This design comes from an exercise in tuning for small area and a short achievable clock period on the open sky130 flow, not from production work. At most, simulation tests tie the RTL to the original design; equivalence was not proved. The RTL of runs 1, 2 and 5 was laid out without a check of its function. Power and IR drop assume default switching activity.

<file path="design.v">
package lsu_pkg;
    localparam int xlen = 32;
    localparam int mask_bits = 4;
    localparam int rob_id_bits = 4;
    localparam int pr_bits = 6;
    typedef enum logic [2:0] {
        load_f3_lb  = 3'b000,
        load_f3_lh  = 3'b001,
        load_f3_lw  = 3'b010,
        load_f3_lbu = 3'b100,
        load_f3_lhu = 3'b101
    } load_funct3_e;
    typedef union packed {
        logic [xlen-1:0]  word;
        logic [3:0][7:0]  bytes;
        logic [1:0][15:0] halves;
    } load_word_u;
endpackage
`timescale 1ns/1ps
module sb_entry_cmp #(
    parameter int aw = 30
) (
    input  logic [aw-1:0] entry_addr,
    input  logic [aw-1:0] addr,
    output logic [1:0]    eq_part
);
    localparam int lo = aw / 2;
    assign eq_part[0] = (entry_addr[lo-1:0]  == addr[lo-1:0]);
    assign eq_part[1] = (entry_addr[aw-1:lo] == addr[aw-1:lo]);
endmodule
module sb_cover #(
    parameter int sq_depth = 8
) (
    input  logic [sq_depth-1:0][1:0] eq_part,
    input  logic [sq_depth-1:0][3:0] live,
    input  logic [3:0]               load_mask,
    output logic                     fwd_full
);
    logic [3:0] none;    
    always_comb begin
        none = '1;
        for (int i = 0; i < sq_depth; i++)
            none = none & ~(live[i] & {4{eq_part[i][0] & eq_part[i][1]}});
    end
    assign fwd_full = !(|(load_mask & none));
endmodule
`timescale 1ns/1ps
module dcache_arbiter #(
    parameter int aw = 30
) (
    input  logic          load_head,
    input  logic          fwd_full,
    input  logic          busy,
    input  logic          sq_nonempty,
    input  logic [aw-1:0] load_addr,
    input  logic [3:0]    load_mask,
    input  logic [aw-1:0] head_addr,
    input  logic [3:0]    head_mask,
    output logic          load_req,
    output logic [aw-1:0] req_addr,
    output logic [3:0]    rmask,
    output logic [3:0]    wmask
);
    assign load_req = load_head && !fwd_full;
    assign req_addr = (load_addr & {aw{load_req}}) | (head_addr & {aw{!load_req}});
    assign rmask    = (!busy && load_req) ? load_mask : 4'b0000;
    assign wmask    = (!busy && !load_req && sq_nonempty) ? head_mask : 4'b0000;
endmodule
`timescale 1ns/1ps
module sb_lane #(
    parameter int sq_depth = 8
) (
    input  logic [sq_depth-1:0][1:0] eq_part,
    input  logic [sq_depth-1:0]      live,
    input  logic [sq_depth-1:0][7:0] data,
    input  logic [7:0]               cache,
    output logic [7:0]               merged
);
    logic [sq_depth-1:0] hit;
    logic                any;
    always_comb begin
        merged = '0;
        any    = 1'b0;
        for (int i = 0; i < sq_depth; i++) begin
            hit[i] = live[i] & eq_part[i][0] & eq_part[i][1];
            merged = merged | (data[i] & {8{hit[i]}});
            any    = any | hit[i];
        end
        merged = merged | (cache & {8{!any}});
    end
endmodule
module sb_ext (
    input  logic [3:0] top_bits,
    input  logic [3:0] sel,
    output logic       ext
);
    assign ext = |(top_bits & sel);
endmodule
module load_align #(
    parameter int sq_depth = 8
) (
    input  logic [sq_depth-1:0][1:0]  eq_part,
    input  logic [sq_depth-1:0][3:0]  live,
    input  logic [sq_depth-1:0][31:0] data,
    input  logic [31:0]               cache_rdata,
    input  logic [1:0]                addr_low,
    input  logic [2:0]                funct3,
    output logic [31:0]               result
);
    logic [31:0] merged;
    logic [3:0][sq_depth-1:0]      lane_live;
    logic [3:0][sq_depth-1:0][7:0] lane_data;
    for (genvar b = 0; b < 4; b++) begin : g_lane
        for (genvar i = 0; i < sq_depth; i++) begin : g_entry
            assign lane_live[b][i] = live[i][b];
            assign lane_data[b][i] = data[i][8*b +: 8];
        end
        sb_lane #(.sq_depth(sq_depth)) i_lane (
            .eq_part (eq_part),
            .live    (lane_live[b]),
            .data    (lane_data[b]),
            .cache   (cache_rdata[8*b +: 8]),
            .merged  (merged[8*b +: 8])
        );
    end
    logic is_word, is_half, sign_ext;
    logic [1:0] lo_sel, sign_lane;
    logic [3:0] sign_sel;
    logic [7:0] lo_byte, hi_byte;
    assign is_word   = funct3[1];
    assign is_half   = !funct3[1] && funct3[0];
    assign sign_ext  = !funct3[2];
    assign lo_sel    = is_word ? 2'b00 : (is_half ? {addr_low[1], 1'b0} : addr_low);
    assign sign_lane = is_half ? {addr_low[1], 1'b1} : lo_sel;
    assign sign_sel  = (sign_ext && !is_word) ? (4'b0001 << sign_lane) : 4'b0000;
    assign lo_byte   = merged[8*lo_sel +: 8];
    assign hi_byte   = addr_low[1] ? merged[31:24] : merged[15:8];
    logic [3:1] ext;
    for (genvar k = 1; k < 4; k++) begin : g_ext
        sb_ext i_ext (
            .top_bits ({merged[31], merged[23], merged[15], merged[7]}),
            .sel      (sign_sel),
            .ext      (ext[k])
        );
    end
    assign result[7:0]   = lo_byte;
    assign result[15:8]  = is_word ? merged[15:8]  : (is_half ? hi_byte : {8{ext[1]}});
    assign result[23:16] = is_word ? merged[23:16] : {8{ext[2]}};
    assign result[31:24] = is_word ? merged[31:24] : {8{ext[3]}};
endmodule
`timescale 1ns/1ps
module store_buffer #(
    parameter int sq_depth = 8
) (
    input  logic                            clk,
    input  logic                            rst,
    input  logic                            rob_flush,
    input  logic                            lsq_valid,
    input  logic                            lsq_ready,
    input  logic                            lsq_is_load,
    input  logic [lsu_pkg::xlen-1:0]        lsq_addr,
    input  logic [lsu_pkg::mask_bits-1:0]   lsq_mask,
    input  logic [lsu_pkg::xlen-1:0]        lsq_wdata,
    input  lsu_pkg::load_funct3_e           lsq_funct3,
    input  logic [lsu_pkg::rob_id_bits-1:0] lsq_rob_id,
    input  logic [lsu_pkg::pr_bits-1:0]     lsq_pr_dest,
    input  logic [lsu_pkg::rob_id_bits-1:0] rob_head_id,
    output logic                            lsq_dequeue,
    output logic [lsu_pkg::xlen-1:0]        dcache_addr,
    output logic [lsu_pkg::mask_bits-1:0]   dcache_rmask,
    output logic [lsu_pkg::mask_bits-1:0]   dcache_wmask,
    output logic [lsu_pkg::xlen-1:0]        dcache_wdata,
    input  logic [lsu_pkg::xlen-1:0]        dcache_rdata,
    input  logic                            dcache_resp,
    output logic                            cdb_valid,
    output logic [lsu_pkg::rob_id_bits-1:0] cdb_rob_id,
    output logic [lsu_pkg::pr_bits-1:0]     cdb_pr_dest,
    output logic [lsu_pkg::xlen-1:0]        cdb_result,
    output logic                            store_done
);
    localparam int aw       = lsu_pkg::xlen - 2;
    logic [sq_depth-1:0][aw-1:0] q_addr;
    logic [sq_depth-1:0][3:0]    q_mask;
    logic [sq_depth-1:0][31:0]   q_data;
    logic [sq_depth-1:0][3:0]    q_live;
    logic [sq_depth-1:0]         q_valid;    
    logic [sq_depth-1:0]         head_oh;    
    logic busy;         
    logic busy_load;    
    logic stale;        
    logic sq_full, sq_nonempty;
    assign sq_full     = q_valid[sq_depth-1];
    assign sq_nonempty = q_valid[0];
    assign head_oh     = q_valid & ~(q_valid >> 1);
    logic head_ok, is_store, store_accept, load_head;
    assign head_ok      = lsq_valid && lsq_ready;
    assign is_store     = head_ok && !lsq_is_load;
    assign load_head    = head_ok && lsq_is_load;
    assign store_accept = is_store && (lsq_rob_id == rob_head_id) && !sq_full;
    logic [sq_depth-1:0][1:0] eq_part;
    logic [sq_depth-1:0][3:0] vlive;
    logic [sq_depth-1:0][3:0] hit;
    logic                     fwd_full;
    for (genvar i = 0; i < sq_depth; i++) begin : g_entry
        sb_entry_cmp #(.aw(aw)) i_cmp (
            .entry_addr (q_addr[i]),
            .addr       (lsq_addr[lsu_pkg::xlen-1:2]),
            .eq_part    (eq_part[i])
        );
        assign vlive[i] = q_live[i] & {4{q_valid[i]}};
        assign hit[i]   = q_live[i] & {4{eq_part[i][0] & eq_part[i][1]}};
    end
    sb_cover #(.sq_depth(sq_depth)) i_cover (
        .eq_part   (eq_part),
        .live      (vlive),
        .load_mask (lsq_mask),
        .fwd_full  (fwd_full)
    );
    logic load_req, issue_load, issue_store, resp_ok;
    logic [aw-1:0] req_addr;
    assign issue_load  = !busy && load_req;
    assign issue_store = !busy && !load_req && sq_nonempty;
    assign resp_ok     = busy && dcache_resp && !stale;
    logic sq_pop;
    assign sq_pop = resp_ok && !busy_load;
    always_ff @(posedge clk) begin
        if (rst) begin
            busy <= 1'b0;
        end else if (!busy) begin
            busy <= issue_load || issue_store;
        end else if (dcache_resp) begin
            busy <= 1'b0;
        end
    end
    always_ff @(posedge clk) begin
        if (!busy) busy_load <= load_req;
    end
    always_ff @(posedge clk) begin
        if (rst) begin
            stale <= 1'b0;
        end else if (rob_flush) begin
            stale <= 1'b1;
        end else if (dcache_resp) begin
            stale <= 1'b0;
        end
    end
    logic [aw-1:0] head_addr;
    logic [3:0]    head_mask;
    logic [31:0]   head_data;
    always_comb begin
        head_addr = '0;
        head_mask = '0;
        head_data = '0;
        for (int i = 0; i < sq_depth; i++) begin
            if (head_oh[i]) begin
                head_addr = head_addr | q_addr[i];
                head_mask = head_mask | q_mask[i];
                head_data = head_data | q_data[i];
            end
        end
    end
    dcache_arbiter #(.aw(aw)) i_arb (
        .load_head   (load_head),
        .fwd_full    (fwd_full),
        .busy        (busy),
        .sq_nonempty (sq_nonempty),
        .load_addr   (lsq_addr[lsu_pkg::xlen-1:2]),
        .load_mask   (lsq_mask),
        .head_addr   (head_addr),
        .head_mask   (head_mask),
        .load_req    (load_req),
        .req_addr    (req_addr),
        .rmask       (dcache_rmask),
        .wmask       (dcache_wmask)
    );
    assign dcache_addr  = {req_addr, 2'b00};
    assign dcache_wdata = head_data;
    always_ff @(posedge clk) begin
        if (rst) begin
            q_valid <= '0;
        end else begin
            case ({store_accept, sq_pop})
                2'b10:   q_valid <= {q_valid[sq_depth-2:0], 1'b1};
                2'b01:   q_valid <= q_valid >> 1;
                default: q_valid <= q_valid;
            endcase
        end
    end
    always_ff @(posedge clk) begin
        if (store_accept) begin
            q_addr[0] <= lsq_addr[lsu_pkg::xlen-1:2];
            q_mask[0] <= lsq_mask;
            q_data[0] <= lsq_wdata;
            q_live[0] <= lsq_mask;
            for (int i = 1; i < sq_depth; i++) begin
                q_addr[i] <= q_addr[i-1];
                q_mask[i] <= q_mask[i-1];
                q_data[i] <= q_data[i-1];
                q_live[i] <= q_live[i-1] & ~(hit[i-1] & lsq_mask);
            end
        end
    end
    load_align #(.sq_depth(sq_depth)) i_align (
        .eq_part     (eq_part),
        .live        (vlive),
        .data        (q_data),
        .cache_rdata (dcache_rdata),
        .addr_low    (lsq_addr[1:0]),
        .funct3      (lsq_funct3),
        .result      (cdb_result)
    );
    assign cdb_valid   = (load_head && fwd_full) || (resp_ok && busy_load);
    assign cdb_rob_id  = lsq_rob_id;
    assign cdb_pr_dest = lsq_pr_dest;
    assign store_done  = store_accept;
    assign lsq_dequeue = store_accept || cdb_valid;
endmodule
</file>
<file path="flow/run.sh">
#!/bin/bash
# Layout: the standard flow, with the port buffers made from the smallest
# buffer cell instead of the one buffer_ports picks by itself. Timing repair
# resizes the ones on critical paths later, as usual.
set -euo pipefail
export BUFFER_PORTS_ARGS="-buffer_cell sky130_fd_sc_hd__buf_1"
bash standard.sh synth > synth.log 2>&1
bash standard.sh > layout.log 2>&1
</file>
<file path="standard.sh">
#!/bin/bash
# synth_recipe.tcl (not shown) runs the flow's synth.tcl, then flattens the netlist and writes it again
# the make line also repeats each setting of config.mk as NAME=value (left out here)
make -C /OpenROAD-flow-scripts/flow DESIGN_CONFIG=/design/flow/config.mk WORK_HOME=/design/flow/orfs CLKGATE_MAP_FILE= SYNTH_SCRIPT=/design/flow/synth_recipe.tcl "${@:-finish}"
</file>
<file path="config.mk">
export PLATFORM = sky130hd
export DESIGN_NAME = store_buffer
export DESIGN_NICKNAME = store_buffer
export VERILOG_FILES = /design/flow/design.v
export SDC_FILE = /design/flow/constraint.sdc
export NUM_CORES = 4
export LEC_CHECK = 0
export CAP_MARGIN = 20
export CORE_MARGIN = 2
export CORE_UTILIZATION = 35
export CTS_BUF_LIST = sky130_fd_sc_hd__clkbuf_16
export CTS_CLUSTER_DIAMETER = 80
export CTS_CLUSTER_SIZE = 25
export PLACE_DENSITY = 0.5
export SETUP_SLACK_MARGIN = 5
export SLEW_MARGIN = 20
export SYNTH_HIERARCHICAL = 1
export TNS_END_PERCENT = 2
</file>
<file path="constraint.sdc">
create_clock -name core_clock -period 10.0 [get_ports {clk}]
set_input_delay 2.0000 -clock core_clock [delete_from_list [all_inputs] [get_ports {clk}]]
set_output_delay 2.0000 -clock core_clock [all_outputs]
set_load 0.01 [all_outputs]
</file>
==> summary.txt, run 1 <==
- Util after Layout: 0.418
- Storage element area: 16900 µm²
- Crit-path max cell delay: 0.33 ns
- Worst-Margin Slew: 1.27 ns
- # fillers: 7214
- EDFF count, synth: 557
- Asr flop ratio synth: 0
- Final Hold Violating Endpoints: 0
- Setup TNS Final: 0 ns
- Row cnt: 102
- Die W: 282 µm
- Share of layout cells above drive strength 1: 0.199
- First-pass GRT wire length: 128 mm
- Max Cap Viol: 0
- P_int: 3.44 mW
- Clock share of power: 0.358
- Rel. slew slack: 0.150
- Reg2Reg Setup Slack: 5.97 ns
- PortBufs: 226
- Initial core utilization: 0.352
- DRT antenna net count: 0
- DR vias: 18900
- Post-synthesis average cell area: 13.9 µm²
- GR Overflow Total: 0
- Largest delay share family, worst path: simple AND/OR/NAND/NOR gates
- Synth warnings: 9
- Clock Latency Late Sink: 0.60 ns
- Net Sw Frac: 0.234
- Post-synthesis cell area: 27100 µm²
- Hpwl dp: 54.7 mm
- Peak supply drop: 0.106 mV
- Sink Count: 567
- Sw power: 1.05 mW
- Die ar.: 79700 µm²
- CP Class: input pin to output port
- Unrepaired setup endpoints after global routing: true
- #FFs+latches synth: 567
- WP data arrival: 4.80 ns
- Slew Limit Fails: 0
- Most frequent cells in the layout: edfxtp_1, a22oi_1, xnor2_1
- Met1 wire length: 38.5 mm
- Worst Hold Class: flop to flop
- Crit Path Max Fanout: 10
- Routability cong.: 0.865
- Worst path cell trace: buf_4 -> xnor2_1 -> nand4_1 -> nor4_4 -> buf_4 -> buf_2 -> nand3_1 -> nand3_2 -> nor3_2 -> nor4_4 -> buf_12 -> nand2b_4 -> buf_12 -> mux2_2 -> buf_2
- Static Leak: 10.8 nW
- Uppermost layer routed: met5
- DR WL/cell: 26.9 µm
- Layout net count: 2346
- CTS H-Tree Depth: 2
- Multi-input gate area in the final layout: 10400 µm²
- Post-synthesis sequential area ratio: 0.625
- GRT Overall Usage: 0.216
- Num CTS Buffers: 35
- Max Freq: 0.147 GHz
- Most common cell after layout, fill and taps aside: edfxtp_1
- Layout area overhead: 18.9%
- Clk_skew: 0.0344 ns
- Initial antenna violation count: 1
- Core outline area: 77100 µm²
- Largest net degree at the start of global routing: 197
- Crit-path slowest cell: mux2_2
- Die Ht: 282 µm
- Post-synthesis cell type count: 53
- DR WL met2: 41.5 mm
- Routed wire length: 88.4 mm
- Fin crit period: 6.80 ns
- Worst path buffer plus inverter count: 6
- CTS tree: done
- Fin crit share: 0.680
- Synth Flop Type: edfxtp_1
- Setup ws final: 3.20 ns
- Worst EP required: 8.00 ns
- Worst-path clk slew: 0.10 ns
- I/O Pins: 241
- Sequential fraction of design power: 0.577
- Setup slack at placement: 1.67 ns
- Initial DRC count: 2152
- PD cells: 139 nW/µm²
- Combinational power share: 0.065
- DRC: 0
- Crit end category: output port
- Root Driver: clkbuf_16
- Hold Buf Count CTS: 0
- Vias per inst: 5.75
- Vias in the first global route: 18500
- Status: timing/DRC/antenna clean
- Final hold slack: 0.459 ns
- Final setup fails: 0
- Post-route cell area: 32200 µm²
- First-pass DRT Iterations: 6
- WL met3: 5.90 mm
- CTS Buffer Depth: 3
- Setup crit start kind: input pin
- Post-DP Area: 28800 µm²
- Mapped Cells: 1946
-- flip-flops by register name, indices dropped and copies added (netlist names) --
name	cells
busy_load	1
q_addr	240
busy	1
q_data	256
q_valid	8
stale	1
q_mask	28
q_live	32
-- final cells by class --
type,instances,area share
Sequential cell,567,0.525
Clock inverter,22,0.00687
Inverter,6,0.000699
Multi-Input combinational cell,1254,0.323
Clock buffer,37,0.0287
Tap cell,1040,0.0404
Timing Repair Buffer,357,0.0748
Antenna cell,2,0.000155
-- kinds of logic (layout without fill, tap and decap cells) --
family,count (synthesis),after routing,synth area share
fa+ha+maj,1,1,0.000462
mux,50,50,0.0203
compound gates,486,486,0.140
xor+xnor,244,244,0.0789
buf+inv,130,422,0.0295
other cells,1,4,0.000138
flops,567,567,0.625
simple gates,467,471,0.106
-- per-module statistics from Yosys (local to each module, per instance), a selection --
module        area (µm²)  cells inside
store_buffer       20900          1116
sb_ext              18.8             3
-- stage by stage --
step           instances  power, mW
3_5_place_dp        3117       2.89
2_1_floorplan       1947       2.78
4_1_cts             3270       4.52
5_1_grt             3283       4.62
6_report            3285       4.49
3_3_place_gp        3114       2.89
-- what timing repair did --
action	CTS	global route
gates resized for setup	221	97
setup buffers	87	9
endpoints found under the setup margin	101	351
cloned	7	3
pin swaps	67	64
-- cell usage after synthesis (6+ instances only) --
cell / count / area share
a2111oi_2: 8 / 0.0044
a211o_1: 32 / 0.010
a21boi_0: 28 / 0.0078
a21oi_1: 18 / 0.0033
a22oi_1: 377 / 0.10
a22oi_2: 6 / 0.0028
and2_1: 49 / 0.011
and3_1: 31 / 0.0072
and3b_1: 22 / 0.0071
buf_2: 47 / 0.0087
buf_4: 25 / 0.0069
buf_6: 21 / 0.0087
clkbuf_1: 30 / 0.0042
dfxtp_1: 10 / 0.0074
edfxtp_1: 557 / 0.62
inv_1: 6 / 0.00083
mux2_2: 35 / 0.015
mux2i_1: 14 / 0.0052
nand2_1: 113 / 0.016
nand3_1: 63 / 0.012
nand4_1: 108 / 0.025
nor2_1: 13 / 0.0018
nor4_2: 16 / 0.0074
o2bb2ai_1: 8 / 0.0026
or4_4: 8 / 0.0033
xnor2_1: 244 / 0.079
-- power by group through the flow --
stage                     Combinational [mW]  Clock [mW]  Sequential, mW
final                                  0.294        1.61            2.59
after global routing                   0.314        1.72            2.59
after CTS                              0.277        1.65            2.59
after detailed placement               0.244           0            2.64
after global placement                 0.243           0            2.64
after floorplan                        0.140           0            2.64
-- path summary, 6_finish.rpt --
check                                  start               to  cells past startpoint
worst max-delay path            lsq_addr[24]  dcache_addr[29]                     15
worst min-delay path              q_mask[25]       q_mask[29]                      0
worst max register to register    q_valid[7]      q_data[122]                      6
worst min register to register    q_mask[25]       q_mask[29]                      0
-- layer usage --
metal | vias up | GRT usage
li1 | 8309 | -
met1 | 9625 | 0.305
met2 | 831 | 0.344
met3 | 137 | 0.0346
met4 | 2 | 0.0621
met5 | - | 0
==> inputs of run 2 (changes only) <==
--- a/config.mk
+++ b/config.mk
@@ -14,3 +14,3 @@
 export PLACE_DENSITY = 0.5
-export SETUP_SLACK_MARGIN = 5
+export SETUP_SLACK_MARGIN = 3.5
 export SLEW_MARGIN = 20
==> run 2 against run 1 <==
Still clean on timing, DRC and antenna. Synthesized cell count did not move. Cell count hardly changed. Sequential power hardly changed. Non-clock buffer count down 3. Critical path depth grew 1. Cell area is 0.23% lower. First-iteration DRC count grew 1.1%. Combinational power about the same. Die area stayed put. Maximum frequency is 0.72% higher.
==> summary.txt, run 2 <==
- Post-synthesis average cell area: 13.9 µm²
- Share of layout cells above drive strength 1: 0.198
- Sink Count: 567
- Mapped Cells: 1946
- Worst-Margin Slew: 1.16 ns
- First-pass DRT Iterations: 5
- CP Class: input pin to output port
- Crit end category: output port
- Max reg flops: 256
- First-pass GRT wire length: 128 mm
- Asr flop ratio synth: 0
- Post-synthesis cell area: 27100 µm²
- Most common cell in the netlist: edfxtp_1
- Post-synthesis sequential area ratio: 0.625
- Rel. slew slack: 0.227
- M3 GR Usage: 0.0346
- Crit Reg-Reg Startpoint: q_valid[7]
- Fin crit share: 0.675
- Largest net degree at the start of global routing: 197
- GR Overflow Total: 0
- DRC: 0
- CTS H-Tree Depth: 2
- DRT antenna net count: 0
- Post-synth top area share: 0.617
- Synth warnings: 9
- Synth Flop Type: edfxtp_1
- Die W: 282 µm
- #FFs+latches synth: 567
- WP data arrival: 4.75 ns
- Registers with the most flip-flops: q_data x256, q_addr x240, q_live x32
- DR WL/cell: 26.8 µm
- Core outline area: 77100 µm²
- Clk_skew: 0.0337 ns
- Most common cell after layout, fill and taps aside: edfxtp_1
- EDFF count, synth: 557
- Final Hold Violating Endpoints: 0
- Synth top cells by count: edfxtp_1, a22oi_1, xnor2_1
- Met1 usage: 0.305
- Worst-path clk slew: 0.10 ns
- Row cnt: 102
- Final setup fails: 0
- Routed wire length: 88.1 mm
- DR vias: 18900
- Die Ht: 282 µm
- Initial DRC count: 2175
- Layout area overhead: 18.6%
- Layout net count: 2343
- Vias per inst: 5.76
- Max Cap Viol: 0
- Static Leak: 10.7 nW
- GRT Overall Usage: 0.216
- CTS tree: done
- Most frequent cells in the layout: edfxtp_1, a22oi_1, xnor2_1
- Setup crit start: lsq_addr[27]
- Max Freq: 0.148 GHz
- Worst Hold Class: flop to flop
- Slew Limit Fails: 0
- Worst EP required: 8.00 ns
- PD cells: 139 nW/µm²
- Status: timing/DRC/antenna clean
- Hold_sp: q_mask[26]
- Num CTS Buffers: 35
- Met2 usage: 0.344
- Fin crit period: 6.75 ns
- Die ar.: 79700 µm²
- PortBufs: 226
- Largest reg by FF count: q_data
- Largest cells by area after synthesis: edfxtp_1, a22oi_1, xnor2_1, nand4_1, nand2_1
- Vias in the first global route: 18500
- Final hold slack: 0.459 ns
- Grt peak-use layer: met2
- Routability cong.: 0.865
- Setup ws final: 3.25 ns
- Setup slack at placement: 1.67 ns
- Crit Path Max Fanout: 8
- Clock Latency Late Sink: 0.60 ns
- Post-synthesis cell type count: 53
- Peak supply drop: 0.105 mV
- I/O Pins: 241
- Root Driver: clkbuf_16
- Initial antenna violation count: 1
- Setup crit start kind: input pin
- CTS Buffer Depth: 3
- Unrepaired setup endpoints after global routing: true
- Hpwl dp: 54.7 mm
- Cell taking the most area after synthesis: edfxtp_1
- Initial core utilization: 0.352
==> run 2: through the flow <==
step,cells,power [mW],setup TNS [ns],cell area (µm²),util
after floorplan,1947,2.78,-601.90,27100,-
after global placement,3114,2.89,0,28700,0.373
after detailed placement,3117,2.89,0,28800,0.373
after CTS,3270,4.52,0,31600,0.409
after global routing,3280,4.62,0,32100,0.417
final,3282,4.48,0,32100,0.417
==> run 2: timing repair <==
action,in CTS,in global routing
setup endpoints to repair,72,72
setup buffers,87,7
pin swaps,67,63
hold buffers,0,0
gates cloned,7,2
resized for setup,219,92
==> run 2: per-layer routing <==
metal	vias to the layer above	part of all wire
li1	8294	-
met1	9666	0.43
met2	807	0.47
met3	135	0.067
met4	2	0.028
met5	-	0.00015
==> run 2: critical path: stages <==
cell	delay [ns]
bufbuf_16	0.26
xnor2_4	0.14
nand4_1	0.16
nor4_4	0.33
buf_6	0.17
buf_12	0.12
and3_4	0.23
or4_4	0.16
nor2_8	0.04
a211o_4	0.37
a22oi_2	0.16
nand2_1	0.08
nor2b_4	0.17
a21oi_2	0.15
o2bb2ai_2	0.06
buf_2	0.14
==> run 2: final timing paths <==
check,end,depth (start not counted),slack [ns]
worst max-delay path,cdb_result[14],16,3.25
worst min-delay path,q_mask[30],0,0.46
worst max register to register,q_addr[151],6,6.01
worst min register to register,q_mask[30],0,0.46
==> run 2: area by class of cell <==
class | count | area (µm²)
Timing Repair Buffer | 354 | 2340
Clock buffer | 37 | 926
Sequential cell | 567 | 16900
Inverter | 6 | 22.5
Tap cell | 1040 | 1300
Clock inverter | 22 | 221
Antenna cell | 2 | 5.00
Fill cell | 7222 | 44900
Multi-Input combinational cell | 1254 | 10400
==> run 2: logic make-up after synthesis <==
group | share of synthesized area
adders and majority gates | 0.000462
DFF | 0.625
buffers and inverters | 0.0295
and+or+nand+nor | 0.106
muxes | 0.0203
AOI/OAI and AO/OA | 0.140
other | 0.000138
xor gates and xnor gates | 0.0789
==> run 2: where the power goes <==
group | leakage (nW) | internal, mW | total, mW | switching (mW)
Combinational | 5.08 | 0.125 | 0.291 | 0.166
Sequential | 5.10 | 2.58 | 2.59 | 0.00711
Clock | 0.559 | 0.731 | 1.60 | 0.873
Total | 10.7 | 3.44 | 4.48 | 1.05
==> run 2: modules after synthesis (local to each module, per instance), a selection <==
module / area, µm² / times used / flip-flops and latches / cells inside
store_buffer: 20900 / 1 / 567 / 1116
sb_ext: 18.8 / 3 / 0 / 3
==> inputs of run 3 (changes only) <==
--- a/design.v
+++ b/design.v
@@ -36,3 +36,4 @@
     input  logic [3:0]               load_mask,
-    output logic                     fwd_full
+    output logic                     fwd_full,
+    output logic                     fwd_miss
 );
@@ -44,3 +45,4 @@
     end
-    assign fwd_full = !(|(load_mask & none));
+    assign fwd_miss = |(load_mask & none);
+    assign fwd_full = !fwd_miss;
 endmodule
@@ -52,2 +54,3 @@
     input  logic          fwd_full,
+    input  logic          fwd_miss,
     input  logic          busy,
@@ -63,6 +66,8 @@
 );
-    assign load_req = load_head && !fwd_full;
-    assign req_addr = (load_addr & {aw{load_req}}) | (head_addr & {aw{!load_req}});
-    assign rmask    = (!busy && load_req) ? load_mask : 4'b0000;
-    assign wmask    = (!busy && !load_req && sq_nonempty) ? head_mask : 4'b0000;
+    logic load_req_n;
+    assign load_req   = load_head && fwd_miss;
+    assign load_req_n = !load_head || fwd_full;
+    assign req_addr   = (load_addr & {aw{load_req}}) | (head_addr & {aw{load_req_n}});
+    assign rmask      = load_mask & {4{!busy && load_req}};
+    assign wmask      = head_mask & {4{!busy && load_req_n && sq_nonempty}};
 endmodule
@@ -202,3 +207,3 @@
     logic [sq_depth-1:0][3:0] hit;
-    logic                     fwd_full;
+    logic                     fwd_full, fwd_miss;
     for (genvar i = 0; i < sq_depth; i++) begin : g_entry
@@ -216,3 +221,4 @@
         .load_mask (lsq_mask),
-        .fwd_full  (fwd_full)
+        .fwd_full  (fwd_full),
+        .fwd_miss  (fwd_miss)
     );
@@ -264,2 +270,3 @@
         .fwd_full    (fwd_full),
+        .fwd_miss    (fwd_miss),
         .busy        (busy),
--- a/config.mk
+++ b/config.mk
@@ -9,3 +9,3 @@
 export CORE_MARGIN = 2
-export CORE_UTILIZATION = 35
+export CORE_UTILIZATION = 50
 export CTS_BUF_LIST = sky130_fd_sc_hd__clkbuf_16
@@ -13,4 +13,4 @@
 export CTS_CLUSTER_SIZE = 25
-export PLACE_DENSITY = 0.5
-export SETUP_SLACK_MARGIN = 3.5
+export PLACE_DENSITY = 0.6
+export SETUP_SLACK_MARGIN = 5
 export SLEW_MARGIN = 20
==> run 3 against run 2 <==
Sequential power about the same. Critical path type unchanged. Sequential share of layout area increased by 1.1 points. Combinational power decreased by 3%. Utilization increased by 17 points. Non-clock buffer count increased by 4. Critical endpoint is now cdb_result[23]. Routed wire length decreased by 7.3%.
==> summary.txt, run 3 <==
- CTS H-Tree Depth: 2
- Worst-path clk slew: 0.10 ns
- Net Sw Frac: 0.230
- Initial DRC count: 2691
- Crit Path Max Fanout: 8
- Synth top cells by count: edfxtp_1, a22oi_1, xnor2_1
- First-pass DRT Iterations: 6
- Status: timing/DRC/antenna clean
- Crit-path max cell delay: 0.37 ns
- Reg2Reg Setup Slack: 5.97 ns
- FF-to-FF End: q_addr[183]
- DRC: 0
- Sw power: 1.02 mW
- Setup ws final: 3.18 ns
- Storage element area: 16900 µm²
- Crit end category: output port
- Most common cell after layout, fill and taps aside: edfxtp_1
- Asr flop ratio synth: 0
- Static Leak: 10.5 nW
- Max Cap Viol: 0
- GRT Overall Usage: 0.285
- CP Class: input pin to output port
- Multi-input gate area in the final layout: 10100 µm²
- Die W: 237 µm
- Rel. slew slack: 0.255
- Row cnt: 85
- DRT antenna net count: 0
- Slew Limit Fails: 0
- Initial antenna violation count: 2
- DR WL/cell: 27.7 µm
- Setup slack at placement: 1.48 ns
- Crit-path slowest cell: a211o_4
- Max Freq: 0.147 GHz
- Peak supply drop: 0.103 mV
- Pwr Total: 4.45 mW
- Worst path buffer plus inverter count: 5
- Post-synthesis average cell area: 13.9 µm²
- # fillers: 4193
- Mapped Cells: 1951
- Worst hold endpoint: q_mask[24]
- Root Driver: clkbuf_16
- Layout area overhead: 16.3%
- Hold Buf Count CTS: 0
- DR vias: 19400
- Largest delay share family, worst path: simple AND/OR/NAND/NOR gates
- WP data arrival: 4.82 ns
- Layout net count: 2346
- Most frequent cells in the layout: edfxtp_1, a22oi_1, xnor2_1
- #FFs+latches synth: 567
- Post-synthesis cell area: 27100 µm²
- Synth Flop Type: edfxtp_1
- Sequential fraction of design power: 0.582
- Synth warnings: 9
- M3 GR Usage: 0.0419
- Die ar.: 56000 µm²
- Final setup fails: 0
- Vias per inst: 6.59
- Largest cells by area after synthesis: edfxtp_1, a22oi_1, xnor2_1, nand4_1, nand2_1
- Final Hold Violating Endpoints: 0
- Hold_sp: q_mask[20]
- EDFF count, synth: 557
- Met2 usage: 0.440
- PortBufs: 226
- Worst path cell trace: bufbuf_16 -> xnor2_4 -> nand4_1 -> nor4_4 -> buf_6 -> buf_12 -> and3_4 -> or4_4 -> nor2_8 -> a211o_4 -> buf_4 -> a22oi_1 -> nand2_2 -> nand2b_4 -> nand2_1 -> buf_2
- Clock Latency Late Sink: 0.59 ns
- Initial core utilization: 0.504
- Registers with the most flip-flops: q_data x256, q_addr x240, q_live x32
- Fin crit share: 0.682
- Worst-Margin Slew: 1.11 ns
- CTS Buffer Depth: 3
- Largest net degree at the start of global routing: 178
- Combinational power share: 0.064
- Num CTS Buffers: 34
- Vias in the first global route: 18800
- Setup TNS Final: 0 ns
- Clk_skew: 0.0318 ns
- Hpwl dp: 50.0 mm
- Routability cong.: 0.901
- Clock share of power: 0.355
- PD cells: 141 nW/µm²
- Share of layout cells above drive strength 1: 0.180
- Routed wire length: 81.6 mm
- CTS tree: done
- Unrepaired setup endpoints after global routing: true
- Worst EP required: 8.00 ns
- Fin crit period: 6.82 ns
- Worst Hold Class: flop to flop
- Crit Reg-Reg Startpoint: q_valid[7]
- Core outline area: 53700 µm²
- Max reg flops: 256
- Most common cell in the netlist: edfxtp_1
- Cell taking the most area after synthesis: edfxtp_1
- Die Ht: 237 µm
- Setup crit start kind: input pin
- First-pass GRT wire length: 121 mm
- Post-synthesis cell type count: 57
- I/O Pins: 241
- GR Overflow Total: 0
- Post-synth top area share: 0.618
- Post-synthesis sequential area ratio: 0.625
- Largest reg by FF count: q_data
- Sink Count: 567
- Grt peak-use layer: met2
- Depth of the worst register-to-register path: 6
- Min-Delay Path Depth: 0
- Met1 usage: 0.418
- P_int: 3.43 mW
## run 3: changes by cell type after synthesis, sizes merged
cell	previous run	this run
a22o	0	30
buf	93	96
mux2	36	6
nand2	113	114
or4	8	9
## run 3: worst max path at each step
stage / to / startpoint / slack, ns / cells after the start
6_report: cdb_result[23] / lsq_addr[17] / 3.18 / 16
5_1_grt: dcache_rmask[2] / lsq_addr[17] / 3.07 / 14
4_1_cts: cdb_result[15] / lsq_addr[11] / 3.32 / 16
3_5_place_dp: dcache_wmask[0] / lsq_addr[28] / 1.48 / 11
3_3_place_gp: dcache_wmask[2] / lsq_addr[21] / 1.36 / 11
2_1_floorplan: store_done / rob_head_id[0] / -2.33 / 3
## run 3: area by class of cell
class	count	area share
Timing Repair Buffer	358	0.0760
Multi-Input combinational cell	1254	0.321
Inverter	6	0.00111
Tap cell	696	0.0277
Sequential cell	567	0.538
Clock inverter	22	0.00664
Clock buffer	37	0.0294
Antenna cell	2	0.000159
## run 3: what timing repair did
item	in CTS	in global routing
gates cloned	4	1
setup endpoints to repair	105	187
pin swaps	90	25
buffers inserted	100	8
gates resized for setup	267	8
## run 3: worst register-to-register path, cell delays in order (launching register included)
cell     delay [ns]
dfxtp_4        0.57
nor2_1         0.19
nand4_1        0.20
nor2_4         0.16
buf_12         0.59
buf_12         0.81
buf_4          1.08
## run 3: logic make-up (layout without fill, tap and decap cells)
family | Yosys count | after routing | share of synthesized area
AOI/OAI and AO/OA | 516 | 516 | 0.150
adders and majority gates | 1 | 1 | 0.000462
DFF | 567 | 567 | 0.625
muxes | 20 | 20 | 0.00767
buffers and inverters | 133 | 423 | 0.0305
and+or+nand+nor | 469 | 471 | 0.107
other | 1 | 4 | 0.000139
xor gates and xnor gates | 244 | 244 | 0.0789
## run 3: modules after synthesis, one instance, submodules excluded, excerpt
| module | cells | flops+latches | copies in the design |
|---|---|---|---|
| store_buffer | 1116 | 567 | 1 |
| sb_ext | 3 | 0 | 3 |
## run 3: power groups by stage
stage	Combinational (mW)	Sequential, mW	Clock (mW)
global route	0.300	2.59	1.69
CTS	0.278	2.59	1.61
detailed placement	0.238	2.64	0
finish	0.283	2.59	1.58
floorplan	0.140	2.64	0
global placement	0.236	2.64	0
## run 3: per-layer routing
layer	wire, µm	vias to the layer above
met5	13	-
met4	2250	2
met3	6750	167
met2	37700	1096
met1	34900	9777
li1	-	8332
## run 3: per-stage QoR
step | util | instance area, µm² | hold WS, ns | cells
after CTS | 0.583 | 31300 | 0.445 | 2931
after floorplan | - | 27100 | 0.418 | 1952
after detailed placement | 0.526 | 28300 | 0.433 | 2768
final | 0.586 | 31500 | 0.458 | 2942
after global routing | 0.586 | 31500 | 0.469 | 2941
after global placement | 0.526 | 28200 | 0.425 | 2768
==> inputs of run 4 (changes only) <==
--- a/config.mk
+++ b/config.mk
@@ -9,3 +9,3 @@
 export CORE_MARGIN = 2
-export CORE_UTILIZATION = 50
+export CORE_UTILIZATION = 35
 export CTS_BUF_LIST = sky130_fd_sc_hd__clkbuf_16
@@ -13,3 +13,3 @@
 export CTS_CLUSTER_SIZE = 25
-export PLACE_DENSITY = 0.6
+export PLACE_DENSITY = 0.5
 export SETUP_SLACK_MARGIN = 5
==> run 4 against run 3 <==
Critical endpoint is now dcache_addr[6]. Largest power group unchanged. Synthesized area stayed put. Total power is 4.0% higher. Still clean. Non-clock buffer count is 16 lower. Hold slack worse by 0.0048 ns. Maximum frequency is 0.21% higher. Sequential power hardly changed.
==> summary.txt, run 4 <==
- Status: timing/DRC/antenna clean
- Hold_sp: q_mask[5]
- WL met3: 5.61 mm
- EDFF count, synth: 557
- Routed wire length: 89.1 mm
- Post-synthesis cell area: 27100 µm²
- Fin crit period: 6.81 ns
- First-pass DRT Iterations: 5
- Setup crit start kind: input pin
- Vias per inst: 5.81
- Main combinational cell family by area after synthesis: compound AO/OA/AOI/OAI gates
- Crit-path max cell delay: 0.35 ns
- Clk_skew: 0.0337 ns
- WP data arrival: 4.81 ns
- DRT antenna net count: 0
- Worst Hold Class: flop to flop
- Worst hold endpoint: q_mask[9]
- GR Overflow Total: 0
- Layout area overhead: 17.6%
- Rel. slew slack: 0.241
- CP Class: input pin to output port
- Setup TNS Final: 0 ns
- Peak supply drop: 0.116 mV
- Met1 wire length: 39.3 mm
- Die ar.: 79600 µm²
- Adder-Cell Fraction of Synth Area: 0.000462
- Clock Latency Late Sink: 0.60 ns
- Hpwl dp: 55.7 mm
- Share of layout cells above drive strength 1: 0.171
- Post-synthesis sequential area ratio: 0.625
- Worst-path clk slew: 0.10 ns
- Cell taking the most area after synthesis: edfxtp_1
- #FFs+latches synth: 567
- DRC: 0
- Initial DRC count: 2183
- DR vias: 19000
- First-pass GRT wire length: 128 mm
- Registers with the most flip-flops: q_data x256, q_addr x240, q_live x32
- Final Hold Violating Endpoints: 0
- CTS H-Tree Depth: 2
- Initial core utilization: 0.355
- DR WL met2: 42.0 mm
- Worst EP required: 8.00 ns
- Max Cap Viol: 0
- Post-synthesis average cell area: 13.9 µm²
- Max reg flops: 256
- Row cnt: 101
- Util after Layout: 0.418
- Synth Flop Type: edfxtp_1
- Sink Count: 567
- Vias in the first global route: 19000
- Post-synthesis cell type count: 57
- CP dominant cell by count: buf_12
- Most common cell in the netlist: edfxtp_1
- Final setup fails: 0
- Most common cell after layout, fill and taps aside: edfxtp_1
- Antenna fix cells: 0
- Slew Limit Fails: 0
- Static Leak: 10.5 nW
- Inst Count DP: 3105
- Crit Path Max Fanout: 5
- Hold Buf Count CTS: 0
- Die W: 282 µm
- Reg2Reg Setup Slack: 5.82 ns
- Root Driver: clkbuf_16
- Num CTS Buffers: 37
- Layout net count: 2332
- CTS Buffer Depth: 3
- Asr flop ratio synth: 0
- GRT Overall Usage: 0.218
- PortBufs: 226
- Die Ht: 282 µm
- Crit end category: output port
- Compound-Gate Fraction of Synth Area: 0.150
- Simple-gate share of the synthesized area: 0.107
- Largest reg by FF count: q_data
- I/O Pins: 241
- Uppermost layer routed: met5
- DR WL/cell: 27.3 µm
- Post-synth top area share: 0.618
- Largest net degree at the start of global routing: 163
- Core outline area: 76200 µm²
- Fin crit share: 0.681
- Mapped Cells: 1951
- Crit Reg-Reg Startpoint: q_valid[7]
- Max Freq: 0.147 GHz
- Final hold slack: 0.453 ns
- Worst path cell trace: buf_12 -> xnor2_4 -> nand4_1 -> nor4_4 -> buf_6 -> buf_12 -> buf_16 -> nand3_1 -> nand4_1 -> nor3_2 -> nor4_4 -> buf_12 -> nand2b_4 -> buf_12 -> buf_4 -> a22o_1 -> buf_1
- Mux cell area share after synthesis: 0.00767
- CTS tree: done
- Depth of the worst register-to-register path: 7
- Crit-path slowest cell: nor4_4
- Routability cong.: 0.872
- Most frequent cells in the layout: edfxtp_1, a22oi_1, xnor2_1
- FF-to-FF End: q_data[57]
- PD cells: 145 nW/µm²
- Worst-Margin Slew: 1.14 ns
- Largest cells by area after synthesis: edfxtp_1, a22oi_1, xnor2_1, nand4_1, nand2_1
- Min-Delay Path Depth: 0
- Synth warnings: 9
- Synth top cells by count: edfxtp_1, a22oi_1, xnor2_1
- Post-synthesis xor/xnor area fraction: 0.0789
- Unrepaired setup endpoints after global routing: true
- Initial antenna violation count: 4
- Final Non-Filler Cells: 3266
run 4: metal layers:
metal	vias to the layer above	global-route usage
li1	8299	-
met1	9721	0.306
met2	826	0.350
met3	121	0.0319
met4	2	0.0632
met5	-	0
run 4: how the worst max path moves through the flow:
stage | cells after the start | end | from
floorplan | 3 | store_done | rob_head_id[0]
global placement | 11 | dcache_wmask[2] | lsq_addr[18]
detailed placement | 11 | dcache_wmask[2] | lsq_addr[17]
CTS | 17 | cdb_result[9] | lsq_addr[27]
global route | 16 | cdb_result[15] | lsq_addr[17]
finish | 17 | dcache_addr[6] | lsq_addr[27]
run 4: critical path: cells and delay by family:
kind	cells	cell delay [ns]
XOR/XNOR	1	0.13
AND/OR/NAND/NOR	7	1.35
AO/OA/AOI/OAI	1	0.15
buffers and inverters	8	1.13
run 4: kinds of logic (layout without fill, tap and decap cells):
family | count (synthesis) | count (layout)
AOI/OAI and AO/OA | 516 | 516
and+or+nand+nor | 469 | 470
other | 1 | 2
DFF | 567 | 567
muxes | 20 | 20
buffers and inverters | 133 | 416
xor gates and xnor gates | 244 | 244
adders and majority gates | 1 | 1
run 4: area by class of cell:
cell class / instances / area [µm²]
Fill cell: 7075 / 44400
Sequential cell: 567 / 16900
Multi-Input combinational cell: 1253 / 10000
Timing Repair Buffer: 342 / 2230
Tap cell: 1030 / 1290
Clock buffer: 39 / 976
Clock inverter: 29 / 344
Inverter: 6 / 35.0
run 4: report_power, final:
part | leakage (nW) | internal, mW | switching [mW] | total, mW
sequential | 5.10 | 2.58 | 0.00790 | 2.59
clock | 0.649 | 0.812 | 0.941 | 1.75
combinational | 4.77 | 0.116 | 0.169 | 0.285
run 4: modules after synthesis, one instance, submodules excluded, a selection:
| module | cells inside | cell area (µm²) | flip-flops and latches |
|---|---|---|---|
| sb_ext | 3 | 18.8 | 0 |
| store_buffer | 1116 | 20900 | 567 |
run 4: timing repair:
item                       4_1_cts  5_1_grt
buffers inserted                88        0
gates cloned                     5        0
gates resized for setup        229        6
pin swaps                       83        2
setup endpoints to repair      106      104
run 4: per-stage QoR:
step                instance area, µm²  worst slack, ns  power (mW)
finish                           31900             3.19        4.63
global route                     31900             3.10        4.76
CTS                              31800             3.26        4.67
detailed placement               28700             1.28        2.89
global placement                 28700            0.884        2.89
floorplan                        27100            -2.33        2.78
==> inputs of run 5 (changes only) <==
--- a/design.v
+++ b/design.v
@@ -36,2 +36,3 @@
     input  logic [3:0]               load_mask,
+    output logic [3:0]               none,      
     output logic                     fwd_full,
@@ -39,3 +40,2 @@
 );
-    logic [3:0] none;    
     always_comb begin
@@ -66,8 +66,12 @@
 );
-    logic load_req_n;
-    assign load_req   = load_head && fwd_miss;
-    assign load_req_n = !load_head || fwd_full;
-    assign req_addr   = (load_addr & {aw{load_req}}) | (head_addr & {aw{load_req_n}});
-    assign rmask      = load_mask & {4{!busy && load_req}};
-    assign wmask      = head_mask & {4{!busy && load_req_n && sq_nonempty}};
+    logic [aw-1:0] load_addr_q, head_addr_q;
+    logic [3:0]    rmask_q, wmask_q;
+    assign load_addr_q = load_addr & {aw{load_head}};
+    assign head_addr_q = head_addr & {aw{!load_head}};
+    assign rmask_q     = load_mask & {4{!busy && load_head}};
+    assign wmask_q     = head_mask & {4{!busy && sq_nonempty}};
+    assign load_req = load_head && fwd_miss;
+    assign req_addr = (load_addr_q & {aw{fwd_miss}}) | (head_addr & {aw{fwd_full}}) | head_addr_q;
+    assign rmask    = rmask_q & {4{fwd_miss}};
+    assign wmask    = (wmask_q & {4{!load_head}}) | (wmask_q & {4{fwd_full}});
 endmodule
@@ -81,2 +85,3 @@
     input  logic [7:0]               cache,
+    input  logic                     cache_sel,
     output logic [7:0]               merged
@@ -84,6 +89,4 @@
     logic [sq_depth-1:0] hit;
-    logic                any;
     always_comb begin
         merged = '0;
-        any    = 1'b0;
         for (int i = 0; i < sq_depth; i++) begin
@@ -91,5 +94,4 @@
             merged = merged | (data[i] & {8{hit[i]}});
-            any    = any | hit[i];
         end
-        merged = merged | (cache & {8{!any}});
+        merged = merged | (cache & {8{cache_sel}});
     end
@@ -110,2 +112,3 @@
     input  logic [31:0]               cache_rdata,
+    input  logic [3:0]                cache_sel,
     input  logic [1:0]                addr_low,
@@ -127,2 +130,3 @@
             .cache   (cache_rdata[8*b +: 8]),
+            .cache_sel (cache_sel[b]),
             .merged  (merged[8*b +: 8])
@@ -208,2 +212,3 @@
     logic                     fwd_full, fwd_miss;
+    logic [3:0]               fwd_none;
     for (genvar i = 0; i < sq_depth; i++) begin : g_entry
@@ -221,2 +226,3 @@
         .load_mask (lsq_mask),
+        .none      (fwd_none),
         .fwd_full  (fwd_full),
@@ -240,4 +246,8 @@
     end
+    logic [3:0] none_q;
     always_ff @(posedge clk) begin
-        if (!busy) busy_load <= load_req;
+        if (!busy) begin
+            busy_load <= load_req;
+            none_q    <= fwd_none;
+        end
     end
@@ -314,2 +324,3 @@
         .cache_rdata (dcache_rdata),
+        .cache_sel   (none_q & {4{resp_ok && busy_load}}),
         .addr_low    (lsq_addr[1:0]),
==> run 5 against run 4 <==
Combinational power up 1%. Clock skew up 0.0026 ns. Non-clock buffer count up 8. Sequential share of layout area down 1.6 points.
==> summary.txt, run 5 <==
- Crit-path slowest cell: or4_4
- CTS Buffer Depth: 3
- Final hold slack: 0.458 ns
- Clk_skew: 0.0363 ns
- Worst-path clk slew: 0.11 ns
- Simple-gate share of the synthesized area: 0.154
- PortBufs: 226
- GRT Overall Usage: 0.239
- Mux cell area share after synthesis: 0.00665
- Rel. slew slack: 0.265
- Registers with the most flip-flops: q_data x256, q_addr x240, q_live x32
- Layout area overhead: 17.9%
- Main combinational cell family by area after synthesis: simple AND/OR/NAND/NOR gates
- Die ar.: 82400 µm²
- Largest net degree at the start of global routing: 83
- Crit-path max cell delay: 0.58 ns
- Post-route cell area: 33100 µm²
- Most common cell after layout, fill and taps aside: edfxtp_1
- Synth top cells by count: edfxtp_1, xnor2_1, a22oi_1
- First-pass DRT Iterations: 5
- Post-synthesis cell area: 28000 µm²
- Peak supply drop: 0.0977 mV
- Setup TNS Final: 0 ns
- Vias per inst: 6.13
- Final setup fails: 0
- CP Class: input pin to output port
- Most frequent cells in the layout: edfxtp_1, a22oi_1, nand4_1
- Num CTS Buffers: 34
- PD cells: 135 nW/µm²
- Initial antenna violation count: 4
- Worst EP required: 8.00 ns
- Cell taking the most area after synthesis: edfxtp_1
- Initial DRC count: 2544
- Sink Count: 571
- Worst Hold Class: flop to flop
- Post-synthesis xor/xnor area fraction: 0.0762
- Hpwl dp: 61.4 mm
- Storage element area: 17100 µm²
- Largest cells by area after synthesis: edfxtp_1, xnor2_1, a22oi_1, nand4_1, and4_1
- # fillers: 7428
- Row cnt: 103
- Asr flop ratio synth: 0
- WP data arrival: 5.04 ns
- Adder-Cell Fraction of Synth Area: 0.000446
- Layout net count: 2413
- CTS H-Tree Depth: 2
- Vias in the first global route: 20200
- DR vias: 20600
- Setup crit start kind: input pin
- Unrepaired setup endpoints after global routing: true
- Worst-Margin Slew: 1.10 ns
- Max Cap Viol: 0
- Mapped Cells: 2066
- DRT antenna net count: 0
- Post-synthesis sequential area ratio: 0.608
- Hold Buf Count CTS: 0
- Reg2Reg Setup Slack: 6.26 ns
- CTS tree: done
- #FFs+latches synth: 571
- First-pass GRT wire length: 145 mm
- Depth of the worst register-to-register path: 6
- Pwr Total: 4.47 mW
- Post-synthesis average cell area: 13.6 µm²
- Most common cell in the netlist: edfxtp_1
- Crit end category: output port
- Core outline area: 79100 µm²
- Largest reg by FF count: q_data
- Die Ht: 287 µm
- Fin crit period: 7.04 ns
- Static Leak: 10.6 nW
- Post-synth top area share: 0.601
- Routability cong.: 0.864
- Max reg flops: 256
- I/O Pins: 241
- Root Driver: clkbuf_16
- Synth warnings: 9
- Share of layout cells above drive strength 1: 0.170
- EDFF count, synth: 561
- Worst path cell trace: buf_6 -> xnor2_2 -> nand4_1 -> nor4_4 -> buf_12 -> buf_6 -> nand3_2 -> and4_1 -> and4_4 -> or4_4 -> and2_4 -> buf_12 -> a22o_4 -> buf_6
- Compound-Gate Fraction of Synth Area: 0.125
- GR Overflow Total: 0
- Final Hold Violating Endpoints: 0
- Clock Latency Late Sink: 0.61 ns
- Multi-input gate area in the final layout: 11000 µm²
- Die W: 287 µm
- Initial core utilization: 0.354
- Slew Limit Fails: 0
- Util after Layout: 0.418
- DRC: 0
- Post-DP Area: 29900 µm²
- Routed wire length: 101 mm
- Crit Path Max Fanout: 10
- Post-synthesis cell type count: 53
- DR WL/cell: 30.1 µm
- Synth Flop Type: edfxtp_1
- CP dominant cell by count: buf_6
- Min-Delay Path Depth: 0
- Status: timing/DRC/antenna clean
- Fin crit share: 0.704
- Max Freq: 0.142 GHz
-- run 5: cell types whose count changed after synthesis, moves of 14 or more --
cell,delta
a2111oi_0,+14
a211o_1,-32
a221oi_2,+32
a22oi_1,-140
and2_1,+33
and3b_1,+43
and4_1,+72
buf_1,+26
clkbuf_1,+37
nand2_1,-68
nand3_1,+37
nand4_1,+101
-- run 5: logic make-up (layout without fill, tap and decap cells) --
logic type / count (synthesis) / in the layout
buffers and inverters: 172 / 410
AND/OR/NAND/NOR: 652 / 654
XOR/XNOR: 244 / 244
other: 1 / 3
adder cells (fa/ha/maj): 1 / 1
AO/OA/AOI/OAI: 407 / 407
flip-flops: 571 / 571
multiplexers: 18 / 18
-- run 5: worst max-delay path, delay by kind of cell --
family / cells / cell delay [ns]
xor gates and xnor gates: 1 / 0.16
buffers and inverters: 5 / 0.70
AOI/OAI and AO/OA: 1 / 0.25
and+or+nand+nor: 7 / 1.90
-- run 5: through the flow --
step,setup WS [ns],cells
6_report,2.96,3358
3_3_place_gp,1.42,3217
5_1_grt,2.89,3358
2_1_floorplan,-2.33,2067
3_5_place_dp,1.38,3218
4_1_cts,2.98,3347
-- run 5: final cells by class --
| type | instances | area share |
|---|---|---|
| diodes | 1 | 0.0000757 |
| repair buffers | 350 | 0.0779 |
| clock inverters | 18 | 0.00485 |
| clock buffers | 37 | 0.0280 |
| well taps | 1050 | 0.0397 |
| flip-flops and latches | 571 | 0.516 |
| inverters | 5 | 0.000568 |
| multi-input cells | 1326 | 0.333 |
-- run 5: Yosys stat by module, one instance, submodules excluded, a selection --
module | cell area (µm²) | copies in the design
store_buffer | 21300 | 1
sb_ext | 18.8 | 3
-- run 5: power by group --
part	internal [mW]	total (mW)	switching, mW
Combinational	0.120	0.289	0.169
Clock	0.696	1.57	0.877
Sequential	2.60	2.61	0.00985
-- run 5: final timing paths --
| path | from | endpoint |
|---|---|---|
| max reg2reg | q_valid[7] | q_data[75] |
| min | q_data[53] | q_data[85] |
| max | lsq_addr[11] | dcache_addr[19] |
| min reg2reg | q_data[53] | q_data[85] |
-- run 5: repair_timing --
item                                    4_1_cts  5_1_grt
gates resized for setup                     195       60
setup buffers                                62        9
cloned                                       12        1
pin swaps                                    49       28
endpoints found under the setup margin      106      163
-- run 5: per-layer routing --
metal  vias up  part of all wire  track usage
met5         -           0.00036            0
met4         6             0.025       0.0632
met3       141             0.082       0.0409
met2      1078              0.46        0.373
met1     10600              0.43        0.342
li1       8796                 -            -
==> inputs of run 6 (changes only) <==
--- a/design.v
+++ b/design.v
@@ -36,3 +36,2 @@
     input  logic [3:0]               load_mask,
-    output logic [3:0]               none,      
     output logic                     fwd_full,
@@ -40,2 +39,3 @@
 );
+    logic [3:0] none;    
     always_comb begin
@@ -66,12 +66,8 @@
 );
-    logic [aw-1:0] load_addr_q, head_addr_q;
-    logic [3:0]    rmask_q, wmask_q;
-    assign load_addr_q = load_addr & {aw{load_head}};
-    assign head_addr_q = head_addr & {aw{!load_head}};
-    assign rmask_q     = load_mask & {4{!busy && load_head}};
-    assign wmask_q     = head_mask & {4{!busy && sq_nonempty}};
-    assign load_req = load_head && fwd_miss;
-    assign req_addr = (load_addr_q & {aw{fwd_miss}}) | (head_addr & {aw{fwd_full}}) | head_addr_q;
-    assign rmask    = rmask_q & {4{fwd_miss}};
-    assign wmask    = (wmask_q & {4{!load_head}}) | (wmask_q & {4{fwd_full}});
+    logic load_req_n;
+    assign load_req   = load_head && fwd_miss;
+    assign load_req_n = !load_head || fwd_full;
+    assign req_addr   = (load_addr & {aw{load_req}}) | (head_addr & {aw{load_req_n}});
+    assign rmask      = load_mask & {4{!busy && load_req}};
+    assign wmask      = head_mask & {4{!busy && load_req_n && sq_nonempty}};
 endmodule
@@ -85,3 +81,2 @@
     input  logic [7:0]               cache,
-    input  logic                     cache_sel,
     output logic [7:0]               merged
@@ -89,4 +84,6 @@
     logic [sq_depth-1:0] hit;
+    logic                any;
     always_comb begin
         merged = '0;
+        any    = 1'b0;
         for (int i = 0; i < sq_depth; i++) begin
@@ -94,4 +91,5 @@
             merged = merged | (data[i] & {8{hit[i]}});
+            any    = any | hit[i];
         end
-        merged = merged | (cache & {8{cache_sel}});
+        merged = merged | (cache & {8{!any}});
     end
@@ -112,3 +110,2 @@
     input  logic [31:0]               cache_rdata,
-    input  logic [3:0]                cache_sel,
     input  logic [1:0]                addr_low,
@@ -130,3 +127,2 @@
             .cache   (cache_rdata[8*b +: 8]),
-            .cache_sel (cache_sel[b]),
             .merged  (merged[8*b +: 8])
@@ -212,3 +208,2 @@
     logic                     fwd_full, fwd_miss;
-    logic [3:0]               fwd_none;
     for (genvar i = 0; i < sq_depth; i++) begin : g_entry
@@ -226,3 +221,2 @@
         .load_mask (lsq_mask),
-        .none      (fwd_none),
         .fwd_full  (fwd_full),
@@ -246,8 +240,4 @@
     end
-    logic [3:0] none_q;
     always_ff @(posedge clk) begin
-        if (!busy) begin
-            busy_load <= load_req;
-            none_q    <= fwd_none;
-        end
+        if (!busy) busy_load <= load_req;
     end
@@ -324,3 +314,2 @@
         .cache_rdata (dcache_rdata),
-        .cache_sel   (none_q & {4{resp_ok && busy_load}}),
         .addr_low    (lsq_addr[1:0]),
==> flow/run.sh (replaced) <==
#!/bin/bash
# Layout: the standard flow with two changes to how cells are picked.
#  - The port buffers use the smallest buffer cell instead of the one
#    buffer_ports picks by itself; timing repair resizes the critical ones.
#  - Slow wide OR/NOR cells (three or four series PMOS) are added to the
#    platform's don't-use list, so mapping and repair build the wide ORs of
#    the forwarding logic from NAND/AOI stages instead.
set -euo pipefail
export BUFFER_PORTS_ARGS="-buffer_cell sky130_fd_sc_hd__buf_1"
plat=$(make -s -C "$FLOW_HOME" DESIGN_CONFIG="$PWD/config.mk" WORK_HOME="$PWD/orfs" \
       print-DONT_USE_CELLS 2> print_dont_use.log | sed -n 's/^DONT_USE_CELLS: //p')
slow=""
for c in or3_1 or3_2 or3_4 or3b_1 or3b_2 or3b_4 or4_1 or4_2 or4_4 or4b_1 or4b_2 or4b_4 \
         or4bb_1 or4bb_2 or4bb_4 nor4_1 nor4_2 nor4_4 nor4b_1 nor4b_2 nor4b_4 nor4bb_1 \
         nor4bb_2 nor4bb_4 a2111o_1 a2111o_2 a2111o_4 a2111oi_0 a2111oi_1 a2111oi_2 \
         a2111oi_4 o2111a_1 o2111a_2 o2111a_4 o2111ai_1 o2111ai_2 o2111ai_4; do
  slow="$slow sky130_fd_sc_hd__$c"
done
echo "DONT_USE_CELLS=$plat$slow" > dont_use.txt
bash standard.sh "DONT_USE_CELLS=$plat$slow" synth > synth.log 2>&1
bash standard.sh "DONT_USE_CELLS=$plat$slow" finish > layout.log 2>&1
==> run 6 against run 5 <==
Combinational power up 19%. Total power up 3.1%. Clock skew down 0.0086 ns. Register-to-register slack worse by 0.56 ns. Cell count down 4.2%. Count of clock-buffer cells in the layout unchanged. Routed wire length down 9.6%. Synthesized cell count down 8.4%. Highest routed layer unchanged.
==> summary.txt, run 6 <==
- Layout area overhead: 22.9%
- Final Non-Filler Cells: 3218
- Core outline area: 75800 µm²
- Synth Flop Type: edfxtp_1
- Sink Count: 567
- DRT antenna net count: 0
- Slew Limit Fails: 0
- GR Overflow Total: 0
- Registers with the most flip-flops: q_data x256, q_addr x240, q_live x32
- Max reg flops: 256
- Worst path cell trace: buf_12 -> xnor2_2 -> nand4_1 -> buf_4 -> buf_6 -> buf_6 -> buf_6 -> and4b_2 -> nand3_2 -> nand4_1 -> and4_4 -> nand2b_4 -> clkbuf_16 -> and4b_1 -> buf_2
- Inst Count DP: 2989
- Initial DRC count: 2534
- Mapped Cells: 1892
- Row cnt: 101
- Share of layout cells above drive strength 1: 0.253
- Die W: 280 µm
- Setup TNS Final: 0 ns
- CTS Buffer Depth: 3
- PortBufs: 226
- Peak supply drop: 0.104 mV
- Worst-path clk slew: 0.09 ns
- CTS tree: done
- Worst-Margin Slew: 1.19 ns
- Post-route cell area: 32900 µm²
- Hold Buf Count CTS: 0
- Vias per inst: 6.05
- Crit-path slowest cell: and4b_2
- Largest net degree at the start of global routing: 186
- Clk_skew: 0.0277 ns
- Largest reg by FF count: q_data
- I/O Pins: 241
- Hpwl dp: 54.7 mm
- First-pass DRT Iterations: 6
- Post-synthesis cell type count: 44
- Post-synthesis sequential area ratio: 0.633
- Rel. slew slack: 0.210
- Final Hold Violating Endpoints: 0
- EDFF count, synth: 557
- Setup crit start kind: input pin
- Most common cell after layout, fill and taps aside: edfxtp_1
- Asr flop ratio synth: 0
- Post-synthesis average cell area: 14.1 µm²
- Largest cells by area after synthesis: edfxtp_1, a22oi_1, xnor2_1, nand4_1, xor2_1
- Max Freq: 0.151 GHz
- Post-DP Area: 28100 µm²
- DR vias: 19500
- Final hold slack: 0.460 ns
- Die ar.: 78700 µm²
- Most common cell in the netlist: edfxtp_1
- Fin crit share: 0.660
- Post-synthesis cell area: 26800 µm²
- Crit-path max cell delay: 0.35 ns
- GRT Overall Usage: 0.224
- Routed wire length: 91.5 mm
- Die Ht: 280 µm
- Pwr Total: 4.61 mW
- CTS H-Tree Depth: 2
- Setup ws final: 3.40 ns
- Crit Path Max Fanout: 10
- PD cells: 140 nW/µm²
- Status: timing/DRC/antenna clean
- #FFs+latches synth: 567
- Unrepaired setup endpoints after global routing: true
- Routability cong.: 0.856
- Max Cap Viol: 0
- Util after Layout: 0.434
- Crit end category: output port
- Most frequent cells in the layout: edfxtp_1, a22oi_1, buf_1
- Synth top cells by count: edfxtp_1, a22oi_1, xnor2_1
- Worst EP required: 8.00 ns
- Num CTS Buffers: 36
- First-pass GRT wire length: 131 mm
- Cell taking the most area after synthesis: edfxtp_1
- CP dominant cell by count: buf_6
- Layout net count: 2338
- Synth warnings: 9
- CP Class: input pin to output port
- Final setup fails: 0
- Clock Latency Late Sink: 0.60 ns
- Setup slack at placement: 2.03 ns
- Fin crit period: 6.60 ns
- Initial core utilization: 0.353
- Worst Hold Class: flop to flop
- DR WL/cell: 28.4 µm
- Vias in the first global route: 19200
- Root Driver: clkbuf_16
- DRC: 0
- WP data arrival: 4.60 ns
- Static Leak: 10.8 nW
- Post-synth top area share: 0.625
- Initial antenna violation count: 8
[run 6: cell types whose count changed after synthesis, sizes merged, moves of 20 or more]
| cell | before | now |
|---|---|---|
| a2111oi | 32 | 0 |
| a21o | 2 | 34 |
| a221oi | 33 | 1 |
| a22oi | 243 | 398 |
| and2 | 83 | 41 |
| and3b | 65 | 0 |
| and4 | 73 | 42 |
| clkbuf | 67 | 12 |
| nand3 | 98 | 32 |
| nand4 | 209 | 120 |
| nor4 | 20 | 0 |
| xnor2 | 244 | 193 |
| xor2 | 0 | 51 |
[run 6: critical path: cells and delay by family]
family	cells	cell delay [ns]
buf+inv	7	0.98
xor+xnor	1	0.13
simple gates	7	1.47
[run 6: path summary, 6_finish.rpt]
check                           slack, ns  depth (start not counted)         endpoint         start
worst max register to register       5.70                          5       q_addr[60]    q_valid[7]
worst min-delay path                 0.46                          0       q_mask[15]    q_mask[11]
worst min register to register       0.46                          0       q_mask[15]    q_mask[11]
worst max-delay path                 3.40                         15  dcache_wmask[3]  lsq_addr[16]
[run 6: kinds of logic after synthesis]
kind of cell,count (synthesis),synth area share
AOI/OAI and AO/OA,513,0.146
xor gates and xnor gates,244,0.0799
adders and majority gates,1,0.000468
buffers and inverters,131,0.0344
DFF,567,0.633
muxes,34,0.0130
other,1,0.000140
and+or+nand+nor,401,0.0939
[run 6: Yosys stat by module (local to each module, per instance), excerpt]
| module | flops+latches | area (µm²) | cells inside |
|---|---|---|---|
| store_buffer | 567 | 20700 | 1091 |
| sb_ext | 0 | 18.8 | 3 |
[run 6: final cells by class]
class | count | area (µm²)
Inverter | 6 | 30.0
Fill cell | 6854 | 42900
Antenna cell | 3 | 7.51
Multi-Input combinational cell | 1203 | 10700
Tap cell | 978 | 1220
Timing Repair Buffer | 399 | 2800
Sequential cell | 567 | 16900
Clock buffer | 37 | 926
Clock inverter | 25 | 308
[run 6: per-layer routing]
layer / vias up / part of all wire / GRT usage
met2: 1064 / 0.47 / 0.359
met1: 9921 / 0.42 / 0.309
li1: 8313 / - / -
met5: - / 0.00014 / 0
met4: 2 / 0.035 / 0.0846
met3: 179 / 0.075 / 0.0327
[run 6: power breakdown]
group          switching, mW  leakage (nW)  total [mW]  internal [mW]
clock network          0.905         0.595        1.68          0.774
logic                  0.193          5.14       0.344          0.151
registers            0.00839          5.10        2.59           2.58
total                   1.11          10.8        4.61           3.51
[run 6: what timing repair did]
item | 4_1_cts | 5_1_grt
pin swaps | 121 | 105
hold endpoints to repair | 0 | 0
setup buffers | 125 | 26
gates cloned | 9 | 4
setup endpoints to repair | 105 | 289
resized for setup | 401 | 102

-- static timing again, ports no longer ideal --
How much do the figures lean on ideal ports? The routed layouts below were timed once more, with nothing changed but the port constraints. Step 1: set_driving_cell puts a clkbuf_16 on clk and a buf_2 on each other input, an assumption about the parent block. Step 2 moves the port delays by t, midway between the first and last clock arrival at a register: inputs arrive t later, outputs are due t later. That takes back most of the time a late clock gives input paths. a / b / c = ideal ports / drivers / drivers and shift; a / b = the first two.
run | shift t [ns] | setup slack, ns | worst hold slack (ns)
run 1 | 0.647 | 3.197 / 3.159 / 3.159 | 0.459 / 0.459 / 0.459
run 2 | 0.647 | 3.246 / 3.170 / 3.170 | 0.459 / 0.459 / 0.459
run 3 | 0.639 | 3.178 / 3.107 / 3.107 | 0.458 / 0.458 / 0.458
run 4 | 0.651 | 3.192 / 3.105 / 3.105 | 0.453 / 0.453 / 0.453
run 5 | 0.656 | 2.962 / 2.903 / 2.903 | 0.458 / 0.458 / 0.458
run 6 | 0.649 | 3.397 / 3.255 / 3.255 | 0.460 / 0.460 / 0.460
After both steps setup and hold are still met in every run listed. For run 6, which loses most, drivers alone change the setup slack by -0.142 ns; drivers and shift together by -0.142 ns.
